This is an optimization exercise on Yosys and OpenROAD, whose aim is small area, not a production implementation.
The clock port is modelled as an ideal driver, which makes a skipped or thinned clock tree look cheaper than it is; a real chip needs a root buffer or a tree.
Power figures rest on the tool's default switching activity, not on a simulated workload.

Setup of v6:
## boardRenderer
module boardRenderer #(
    parameter int PixelCredits = 4
) (
    input  logic                                 clock,
    input  logic                                 reset,
    input  logic [boardPkg::PosWidth-1:0]        redX,
    input  logic [boardPkg::PosWidth-1:0]        redY,
    input  logic [boardPkg::PosWidth-1:0]        blueX,
    input  logic [boardPkg::PosWidth-1:0]        blueY,
    input  logic                                 pixelCredit,
    output logic                                 pixelValid,
    output logic [boardPkg::PixelWidth-1:0]      pixelX,
    output logic [boardPkg::PixelWidth-1:0]      pixelY,
    output logic [boardPkg::ColourWidth-1:0]     pixelColour,
    output logic                                 endOfFrame
);
Size: roughly 180 cells after synthesis, ~42 I/O pins, ~1600 um2 of cells after synthesis.
==> module boardRenderer, before the edit <==
module boardRenderer #(
    parameter int PixelCredits = 4
) (
    input  logic                                 clock,
    input  logic                                 reset,
    input  logic [boardPkg::PosWidth-1:0]        redX,
    input  logic [boardPkg::PosWidth-1:0]        redY,
    input  logic [boardPkg::PosWidth-1:0]        blueX,
    input  logic [boardPkg::PosWidth-1:0]        blueY,
    input  logic                                 pixelCredit,
    output logic                                 pixelValid,
    output logic [boardPkg::PixelWidth-1:0]      pixelX,
    output logic [boardPkg::PixelWidth-1:0]      pixelY,
    output logic [boardPkg::ColourWidth-1:0]     pixelColour,
    output logic                                 endOfFrame
);
    localparam logic [2:0] OwedNone = 3'b000;
    localparam logic [2:0] OwedFull = 3'b101;
    logic hold;
    logic [2:0] owed;
    logic [3:0] boxColumn;
    logic [3:0] boxRow;
    logic [3:0] innerColumn;
    logic [3:0] innerRow;
    logic [3:0] rX, rY, bX, bY;
    logic emit;
    logic lastColumn;
    logic lastRow;
    logic redHere;
    logic blueHere;
    assign emit = !hold && (owed != OwedFull);
    assign lastColumn = innerColumn[3] && innerColumn[0];
    assign lastRow = innerRow[3] && innerRow[0];
    always_ff @(posedge clock) begin
        if (reset) begin
            hold <= 1'b1;
        end else begin
            hold <= endOfFrame;
        end
    end
    function automatic logic [2:0] owedNext(input logic [2:0] now, input logic up, input logic down);
        owedNext = now;
        case (now)
            3'b000: if (up) owedNext = 3'b001;
            3'b001: if (up) owedNext = 3'b011; else if (down) owedNext = 3'b000;
            3'b011: if (up) owedNext = 3'b111; else if (down) owedNext = 3'b001;
            3'b111: if (up) owedNext = 3'b101; else if (down) owedNext = 3'b011;
            3'b101: if (down) owedNext = 3'b111;
            default: owedNext = OwedNone;
        endcase
    endfunction
    always_ff @(posedge clock) begin
        if (reset) begin
            owed <= OwedNone;
        end else begin
            owed <= owedNext(owed, emit && !pixelCredit, pixelCredit && !emit);
        end
    end
    always_ff @(posedge clock) begin
        if (reset) begin
            innerColumn <= '0;
            innerRow <= '0;
            boxColumn <= '0;
            boxRow <= '0;
        end else if (emit) begin
            if (lastColumn) begin
                innerColumn <= '0;
                if (lastRow) begin
                    innerRow <= '0;
                    boxColumn <= boxColumn + 1'b1;
                    if (&boxColumn) begin
                        boxRow <= boxRow + 1'b1;
                    end
                end else begin
                    innerRow <= innerRow + 1'b1;
                end
            end else begin
                innerColumn <= innerColumn + 1'b1;
            end
        end
    end
    always_ff @(posedge clock) begin
        if (hold) begin
            rX <= redX;
            rY <= redY;
            bX <= blueX;
            bY <= blueY;
        end
    end
    function automatic logic [8:0] pixelCoord(input logic [3:0] box, input logic [3:0] inner);
        logic t0, t1, t2, t3, t4;
        logic c1, c2, c3, d3, d4, d5;
        t0 = box[0] ^ inner[1];
        c1 = box[0] & inner[1];
        t1 = box[1] ^ inner[2] ^ c1;
        c2 = (box[1] & inner[2]) | (c1 & (box[1] | inner[2]));
        t2 = box[2] ^ (inner[3] | c2);
        c3 = box[2] & (inner[3] | c2);
        t3 = box[3] ^ c3;
        t4 = box[3] & c3;
        d3 = t2 & box[0];
        d4 = (t3 & box[1]) | (d3 & (t3 | box[1]));
        d5 = (t4 & box[2]) | (d4 & (t4 | box[2]));
        pixelCoord = {1'b0, box[3] & d5, box[3] ^ d5, t4 ^ box[2] ^ d4, t3 ^ box[1] ^ d3,
                      t2 ^ box[0], t1, t0, inner[0]};
    endfunction
    assign redHere = (boxColumn == rX) && (boxRow == rY);
    assign blueHere = (boxColumn == bX) && (boxRow == bY);
    assign pixelValid = emit;
    assign pixelX = pixelCoord(boxColumn, innerColumn);
    assign pixelY = pixelCoord(boxRow, innerRow);
    assign pixelColour = {redHere && !blueHere, 1'b0, blueHere && !redHere};
    assign endOfFrame = emit && lastColumn && lastRow && (&boxColumn) && (&boxRow);
endmodule
clock: 5.0 ns
lec_check: 0
cap_margin: 20
core_margin: 2
core_utilization: 40
slew_margin: 20
standard.sh (not shown) runs the stock make flow with config.mk's settings and CLKGATE_MAP_FILE= SYNTH_SCRIPT=/design/flow/synth_recipe.tcl, a recipe that flattens the netlist after the stock synthesis.
==> flow/flow/run.sh <==
#!/bin/bash
set -euo pipefail
W=$PWD
RES=$W/orfs/results/$FLOW_PLATFORM/boardRenderer/base
YOSYS=$(command -v yosys || true)
[[ -n "$YOSYS" ]] || YOSYS=$FLOW_HOME/../tools/install/yosys/bin/yosys
FLOW_CLOCK=clock
KNOBS=('BUFFER_PORTS_ARGS=-buffer_cell sky130_fd_sc_hd__buf_1' 'SKIP_REPAIR_TIE_FANOUT=1')
CLKBUF=sky130_fd_sc_hd__clkbuf_8
CLKGROUPS=2
SYNTHS=("" "ADDER_MAP_FILE= ABC_AREA=1" "ADDER_MAP_FILE=")
SCRIPTS=(remap_a remap_b remap_c)

flops() { grep -oE '^\s*sky130_fd_sc_hd__(s?e?df|dl)\S*\s+\S+' "$1" | sed 's/^ *//' | sort; }

mkdir -p $W/cand
# standard synthesis last, so orfs/ holds its state
for ((i = ${#SYNTHS[@]} - 1; i >= 0; i--)); do
  rm -rf $W/orfs
  # shellcheck disable=SC2086
  bash standard.sh ${SYNTHS[$i]} synth > $W/synth_$i.log 2>&1 || { echo "synthesis $i failed"; continue; }
  cp $RES/1_2_yosys.v $W/cand/synth_$i.v
done
flops $W/cand/synth_0.v > $W/cand/flops_standard.txt

pids=()
for ((i = 0; i < ${#SYNTHS[@]}; i++)); do
  [[ -f $W/cand/synth_$i.v ]] || continue
  if ! flops $W/cand/synth_$i.v | cmp -s - $W/cand/flops_standard.txt; then
    echo "synthesis $i changes the registers; dropped"
    continue
  fi
  for s in "${SCRIPTS[@]}"; do
    ( IN=$W/cand/synth_$i.v OUT=$W/cand/remap_${i}_$s.v SCRIPT=$W/flow/$s.abc \
        timeout 600 $YOSYS -c $W/flow/remap.tcl > $W/remap_${i}_$s.log 2>&1 || true ) &
    pids+=($!)
    if (( ${#pids[@]} >= ${NUM_CORES:-4} )); then wait "${pids[0]}" || true; pids=("${pids[@]:1}"); fi
  done
done
wait || true

best=$W/cand/synth_0.v
best_area=
for log in $W/remap_*.log; do
  v=$W/cand/$(basename $log .log).v
  [[ -s $v ]] || continue
  flops $v | cmp -s - $W/cand/flops_standard.txt || { echo "$v changes the registers; dropped"; continue; }
  a=$(grep "Chip area for module" $log | tail -1 | awk '{print $NF}')
  [[ -n "$a" ]] || continue
  echo "candidate $(basename $v): $a"
  if [[ -z "$best_area" ]] || awk -v a=$a -v b=$best_area 'BEGIN { exit !(a < b) }'; then
    best=$v
    best_area=$a
  fi
done
echo "chosen: $best ($best_area)"
cp $best $RES/1_2_yosys.v
rm -f $RES/1_synth.odb $RES/1_synth.sdc

bash standard.sh "${KNOBS[@]}" place > $W/place.log 2>&1
bash standard.sh "${KNOBS[@]}" run RUN_SCRIPT=$W/flow/cts_one.tcl RUN_LOG_NAME_STEM=4_1_cts \
  ONE_CLOCK_BUFFER=$CLKBUF CLOCK_GROUPS=$CLKGROUPS CLOCK_PORT_NAME=$FLOW_CLOCK > $W/cts.log 2>&1
bash standard.sh "${KNOBS[@]}" finish > $W/layout.log 2>&1
Other scripts of this flow, unchanged in this note and not shown: flow/flow/cts_one.tcl, flow/flow/remap.tcl, flow/flow/remap_a.abc, flow/flow/remap_b.abc, flow/flow/remap_c.abc
v6 ended with every stage complete and zero timing, DRC or antenna violations.
Relative to v6, the following input files were edited for v7:
--- a/flow/design.v
+++ b/flow/design.v
@@ -34,50 +34,38 @@
     output logic [boardPkg::PixelWidth-1:0]      pixelX,
     output logic [boardPkg::PixelWidth-1:0]      pixelY,
     output logic [boardPkg::ColourWidth-1:0]     pixelColour,
     output logic                                 endOfFrame
 );
-    localparam logic [2:0] OwedNone = 3'b000;
-    localparam logic [2:0] OwedFull = 3'b101;
+    localparam int CreditWidth = $clog2(PixelCredits + 1);
     logic hold;
-    logic [2:0] owed;
+    logic [CreditWidth-1:0] owed;
     logic [3:0] boxColumn;
     logic [3:0] boxRow;
     logic [3:0] innerColumn;
     logic [3:0] innerRow;
     logic [3:0] rX, rY, bX, bY;
     logic emit;
     logic lastColumn;
     logic lastRow;
     logic redHere;
     logic blueHere;
-    assign emit = !hold && (owed != OwedFull);
+    assign emit = !hold && (owed != CreditWidth'(PixelCredits));
     assign lastColumn = innerColumn[3] && innerColumn[0];
     assign lastRow = innerRow[3] && innerRow[0];
     always_ff @(posedge clock) begin
         if (reset) begin
             hold <= 1'b1;
         end else begin
             hold <= endOfFrame;
         end
     end
-    function automatic logic [2:0] owedNext(input logic [2:0] now, input logic up, input logic down);
-        owedNext = now;
-        case (now)
-            3'b000: if (up) owedNext = 3'b001;
-            3'b001: if (up) owedNext = 3'b011; else if (down) owedNext = 3'b000;
-            3'b011: if (up) owedNext = 3'b111; else if (down) owedNext = 3'b001;
-            3'b111: if (up) owedNext = 3'b101; else if (down) owedNext = 3'b011;
-            3'b101: if (down) owedNext = 3'b111;
-            default: owedNext = OwedNone;
-        endcase
-    endfunction
     always_ff @(posedge clock) begin
         if (reset) begin
-            owed <= OwedNone;
+            owed <= '0;
         end else begin
-            owed <= owedNext(owed, emit && !pixelCredit, pixelCredit && !emit);
+            owed <= owed + CreditWidth'(emit) - CreditWidth'(pixelCredit);
         end
     end
     always_ff @(posedge clock) begin
         if (reset) begin
             innerColumn <= '0;
Results
v7: combined global-route utilization of all metal layers lower than v6. Via count (v7 vs. v6) decreases by a few percent. v6 → v7: signed area change from the synthesized netlist to the final layout now larger, logic gate share of total power now smaller, upper clock frequency limit now smaller, half-perimeter wire length after placement now smaller, wire length on met2 now smaller. On source-to-sink clock delay at the later pin of the worst-skew pair, v7 tracks v6 almost exactly. Final-layout non-clock buffer area share sits higher in v7 than in v6. Design area: v7 vs v6 up about 1%. v7: post-layout total power lower than v6.
No run of this note included a check of the RTL's function; only the layout flow was run. No run of this note takes its clock network from TritonCTS; it comes from the design's own scripts or RTL.

[separate check: timing with driven ports]
No port has a modelled driver above. Below, the same layouts with a new extraction and two added sets of constraints.
Step 1 assumes that a clkbuf_16 drives the clock port and a buf_2 every other input.
Step 2 times the ports against the registers' clock, not the clock port: input delays grow and output delays shrink by t, the midpoint of the rising clock arrivals with the driver on.
a / b / c = ideal / step 1 / step 2; a / b = the first two.
run | shift t [ns] | setup WS [ns] | hold slack, ns | worst setup path at the end | latest minus earliest clock arrival (ns)
v6 | 0.191 | 0.986 / 0.953 / 1.143 | 0.499 / 0.499 / 0.499 | register to output | 0.007 / 0.007
v7 | 0.189 | 0.633 / 0.601 / 0.790 | 0.488 / 0.488 / 0.488 | register to output | 0.012 / 0.012
After both steps every run listed still meets setup and hold.
